Background: an optimization exercise with open tools, aiming at small area, a short achievable clock period and few clock cycles. Do not read the settings as production practice. Where RTL was checked, it was by simulation tests only, not by an equivalence proof against the original. No activity file was given, so power comes from the tool's default toggle rates.

Design line_rasterizer_interpolated, start of the top module:
module line_rasterizer_interpolated
#(
    parameter int COORD_BITS = 6,
    parameter int DEPTH_BITS = 16,
    parameter int FRAC_BITS  = 16
) (
    input  wire logic                 aclk,
    input  wire logic                 aresetn,
    input  wire logic                 s_tvalid,
    output logic                      s_tready,
    input  wire logic [((2*(2*COORD_BITS+DEPTH_BITS+32)+7)/8)*8-1:0] s_tdata,
    output logic                      m_tvalid,
    input  wire logic                 m_tready,
    output logic [((2*COORD_BITS+DEPTH_BITS+32+7)/8)*8-1:0] m_tdata,
    output logic                      m_tlast
);
    localparam int C      = COORD_BITS;
    localparam int CW     = lri_pkg::CHAN_W;
    localparam int NC     = lri_pkg::NUM_COLOR;
    localparam int PT_W   = 2*C + DEPTH_BITS + lri_pkg::COLOR_W;
    localparam int OUT_W  = ((2*C + DEPTH_BITS + NC*CW + 7) / 8) * 8;
    localparam int E_W    = C + 2;
    localparam int N_INT  = DEPTH_BITS/2 - 1;
    localparam int C_INT0 = N_INT - CW/2;      
    logic [C-1:0] xa, ya, xb, yb;
    logic [C:0]   dxp, dxn, dyp, dyn;      
    assign xa = s_tdata[C-1:0];
    assign ya = s_tdata[2*C-1:C];
    assign xb = s_tdata[PT_W+C-1:PT_W];
    assign yb = s_tdata[PT_W+2*C-1:PT_W+C];
    assign dxp = {1'b0, xb} - {1'b0, xa};
    assign dxn = {1'b0, xa} - {1'b0, xb};
    assign dyp = {1'b0, yb} - {1'b0, ya};
    assign dyn = {1'b0, ya} - {1'b0, yb};
    logic st_idle, st_geo, st_int, st_rdy, st_z2, st_hold;
    logic [2:0] cnt_reg;
    logic       cint_reg;              
    logic [C-1:0] adx_reg, ady_reg;
    logic         xgt_reg, ygt_reg;
    logic [C-1:0] span_reg, spanm1_reg, nmin_reg;
    logic [C+1:0] span3_reg;
  ...
Size in the first run: roughly 3400 cells after synthesis, about 190 I/O pins.
clock: 7.5 ns
lec_check: 0
cap_margin: 5
core_margin: 2
core_utilization: 40
cts_cluster_diameter: 80
cts_cluster_size: 24
setup_slack_margin: 4.1
slew_margin: 5
standard.sh (not shown) runs the stock make flow with config.mk's settings and CLKGATE_MAP_FILE= SYNTH_SCRIPT=/design/flow/synth_recipe.tcl, a recipe that flattens the netlist after the stock synthesis.
==> flow/flow/run.sh <==
#!/bin/bash
# Standard layout, with two changes: the port buffers are made from plain
# buffers (sky130_fd_sc_hd__buf_2) instead of the delay buffers buffer_ports
# picks, and clock tree synthesis adds no dummy loads.
set -euo pipefail
export BUFFER_PORTS_ARGS="-buffer_cell sky130_fd_sc_hd__buf_2"
export CTS_ARGS="-sink_clustering_enable -repair_clock_nets -sink_clustering_size 24 -sink_clustering_max_diameter 80 -dont_use_dummy_load"
bash standard.sh > standard.log 2>&1
Testbench counts at the start, summed over its fixed seeds: cycles 38,956.
Change:
--- a/flow/design.v
+++ b/flow/design.v
@@ -48,16 +48,17 @@
     input  wire logic [W-1:0] a_val,      
     input  wire logic [W-1:0] b_val,      
     input  wire logic         ld_diff,    
     input  wire logic         geo,        
     input  wire logic         geo_step,   
     input  wire logic         swap_c,     
     input  wire logic [2:0]   den_sm,     
     input  wire logic         int_en,     
+    input  wire logic         int_first,  
     input  wire logic         z_en,       
     input  wire logic         z_bits,     
     input  wire logic [C-1:0] den,        
     input  wire logic [C-1:0] denm1,      
     input  wire logic [C+1:0] den3,       
     input  wire logic         den32,      
     input  wire logic         swap,       
     input  wire logic         n_load,     
@@ -108,32 +109,33 @@
     end
     lri_divider #(.DEN_W(C)) u_step (
         .r_in (r_reg), .bits (sbits), .den (den), .den3 (den3),
         .q    (qs),    .r_out (rs)
     );
     always_comb begin
         ra_n  = r_reg + C'(dneg_reg);
         rb_n  = ({1'b0, ra_n}) - ({1'b0, den});
-        fr_n  = neg_reg ? (({1'b0, ra_n}) - 7'd1) : rb_n;
+        fr_n  = neg_reg ? {1'b0, ra_n} : rb_n;
         z_n   = !den32 && (r_reg != (swap ? denm1 : '0));
         carry = !fr_reg[C] && !(zz_reg && frz_reg);
         fr_nx = fr_reg + (carry ? rb_reg : ({1'b0, ra_reg}));
         vsum  = {v_reg, 1'b1} + {inc_reg, carry ^ wneg_reg};
     end
     always_ff @(posedge aclk) begin
+        dneg_reg <= diff[W];
+        neg_reg  <= dneg_reg ^ swap_c;
         if (ld_diff) begin
-            dneg_reg <= diff[W];
             q_reg    <= diff[W-1:0];
         end else if (geo) begin
-            neg_reg <= dneg_reg ^ swap_c;
             if (geo_step)
-                q_reg <= {q_reg[W-3:0], q0 ^ {2{dneg_reg ^ swap_c}}};
+                q_reg <= {q_reg[W-3:0], q0};
         end else if (int_en) begin
-            q_reg <= {q_reg[W-3:0], qs ^ {2{neg_reg}}};
+            q_reg <= {q_reg[W-3:2], q_reg[1:0] ^ {2{neg_reg && int_first}},
+                      qs ^ {2{neg_reg}}};
         end
         if (geo)
             r_reg <= geo_step ? r0 : '0;
         else if (int_en || z_en)
             r_reg <= rs;
     end
     always_ff @(posedge aclk) begin
         if (n_load || stash) begin
@@ -142,19 +144,19 @@
             fr_reg   <= fr_n;
             frz_reg  <= fr_n == '0;
             wneg_reg <= neg_reg;
         end else if (step) begin
             fr_reg  <= fr_nx;
             frz_reg <= fr_nx == '0;
         end
         if (n_load || stash)
-            zz_reg <= 1'b0;
+            zz_reg <= neg_reg;
         else if (z_load)
-            zz_reg <= z_n && !wneg_reg;
+            zz_reg <= z_n || wneg_reg;
         if (n_load || d_load)
             inc_reg <= q_reg;
         else if (stash)
             inc_reg <= fsel;
         if (n_load)
             v_reg <= fsel;
         else if (d_load)
             v_reg <= inc_reg;
@@ -270,56 +272,54 @@
             st_rdy   <= rdy_n;
             st_z2    <= st_rdy && accept;
             st_hold  <= (st_z2 && !z2_go) || (st_hold && !pend_clear);
             cnt_reg  <= st_int ? cnt_reg + 1'b1 : '0;
             cint_reg <= st_int && !int_last && (cnt_reg >= 3'(C_INT0-1));
         end
     end
     always_ff @(posedge aclk) begin
-        if (ld_diff) begin
-            xgt_reg <= dxp[C];
-            ygt_reg <= dyp[C];
-            adx_reg <= dxp[C] ? dxn[C-1:0] : dxp[C-1:0];
-            ady_reg <= dyp[C] ? dyn[C-1:0] : dyp[C-1:0];
-        end
+        xgt_reg <= dxp[C];
+        ygt_reg <= dyp[C];
+        adx_reg <= dxp[C] ? dxn[C-1:0] : dxp[C-1:0];
+        ady_reg <= dyp[C] ? dyn[C-1:0] : dyp[C-1:0];
+        spanm1_reg <= span_c - 1'b1;
+        span3_reg  <= span3_c;
+        span32_reg <= span_c == C'(32);
         if (geo) begin
             span_reg   <= span_c;
-            spanm1_reg <= span_c - 1'b1;
-            span3_reg  <= span3_c;
-            span32_reg <= span_c == C'(32);
             nmin_reg   <= nmin_c;
             xmaj_reg   <= xmaj_c;
             swap_reg   <= swap_c;
             up_reg     <= up_c;
         end
     end
     logic [DEPTH_BITS-1:0] zv;
     logic [CW-1:0]         cv [NC];
     lri_chan #(.W(DEPTH_BITS), .C(C)) u_depth (
         .aclk     (aclk),
         .a_val    (s_tdata[2*C+DEPTH_BITS-1:2*C]),
         .b_val    (s_tdata[PT_W+2*C+DEPTH_BITS-1:PT_W+2*C]),
         .ld_diff  (ld_diff),  .geo (geo), .geo_step (1'b1),
         .swap_c   (swap_c),   .den_sm (span_sm),
-        .int_en   (int_d),    .z_en (z_en),  .z_bits (zbits_reg),
+        .int_en   (int_d),    .int_first (st_int && (cnt_reg == '0)),    .z_en (z_en),  .z_bits (zbits_reg),
         .den      (span_reg), .den3 (span3_reg), .den32 (span32_reg), .denm1 (spanm1_reg),
         .swap     (swap_reg),
         .n_load   (n_load),   .stash (stash), .d_load (d_load),
         .z_load   (zload_reg), .step (step),
         .v        (zv)
     );
     for (genvar k = 0; k < NC; k++) begin : g_col
         lri_chan #(.W(CW), .C(C)) u_col (
             .aclk     (aclk),
             .a_val    (s_tdata[PT_W-1-CW*k -: CW]),
             .b_val    (s_tdata[2*PT_W-1-CW*k -: CW]),
             .ld_diff  (ld_diff),  .geo (geo), .geo_step (1'b0),
             .swap_c   (swap_c),   .den_sm (span_sm),
-            .int_en   (int_c),    .z_en (z_en),  .z_bits (zbits_reg),
+            .int_en   (int_c),    .int_first (1'b0),    .z_en (z_en),  .z_bits (zbits_reg),
             .den      (span_reg), .den3 (span3_reg), .den32 (span32_reg), .denm1 (spanm1_reg),
             .swap     (swap_reg),
             .n_load   (n_load),   .stash (stash), .d_load (d_load),
             .z_load   (zload_reg), .step (step),
             .v        (cv[k])
         );
     end
     logic             wxmaj_reg, wup_reg;
The changed run passed the timing, design-rule and antenna checks.
Cell area went down by about 1.6%.
Wire length went up by about 0.45%.
Non-clock buffer count went up by 5.
Worst setup slack is better by 32 ps.
Count of clock-buffer cells in the layout went down by 3.
Worst hold slack is better by 32 ps.
Synthesized area went down by about 1.3%.
Global-route usage went up by 0.17 points.
Core utilization is about the same.
Power went up by about 13%.
Die area went down by 1.3%.
Only the layout flow was run in the second run of this note; the RTL was not checked for function there.

static timing again, ports no longer ideal:
The results above use ideal ports. As a check the final layouts listed here were re-extracted and re-timed, cells and wires unchanged. Step 1: set_driving_cell puts a clkbuf_16 on aclk and a buf_2 on each other input, an assumption about the parent block. Step 2 adds t to the input delays and takes it off the output delays; t is the mean of the earliest and latest rising clock arrival at the registers after step 1. Input paths then give back, and output paths get back, about the clock's delay inside the block. Slacks: no drivers / after step 1 / after step 2; pairs: no drivers / after step 1.
run | t (ns) | setup slack, ns | worst setup path after step 2 | latest minus earliest clock arrival (ns) | worst slew at a driven data input, ns
the first run | 0.656 | 4.106 / 4.106 / 3.575 | input to register | 0.065 / 0.065 | 0.09
the second run | 0.659 | 4.139 / 4.154 / 3.524 | input to register | 0.048 / 0.049 | 0.08
After both steps every run listed still meets setup and hold. For the second run, which loses most, drivers alone change the setup slack by +0.015 ns; drivers and shift together by -0.615 ns.
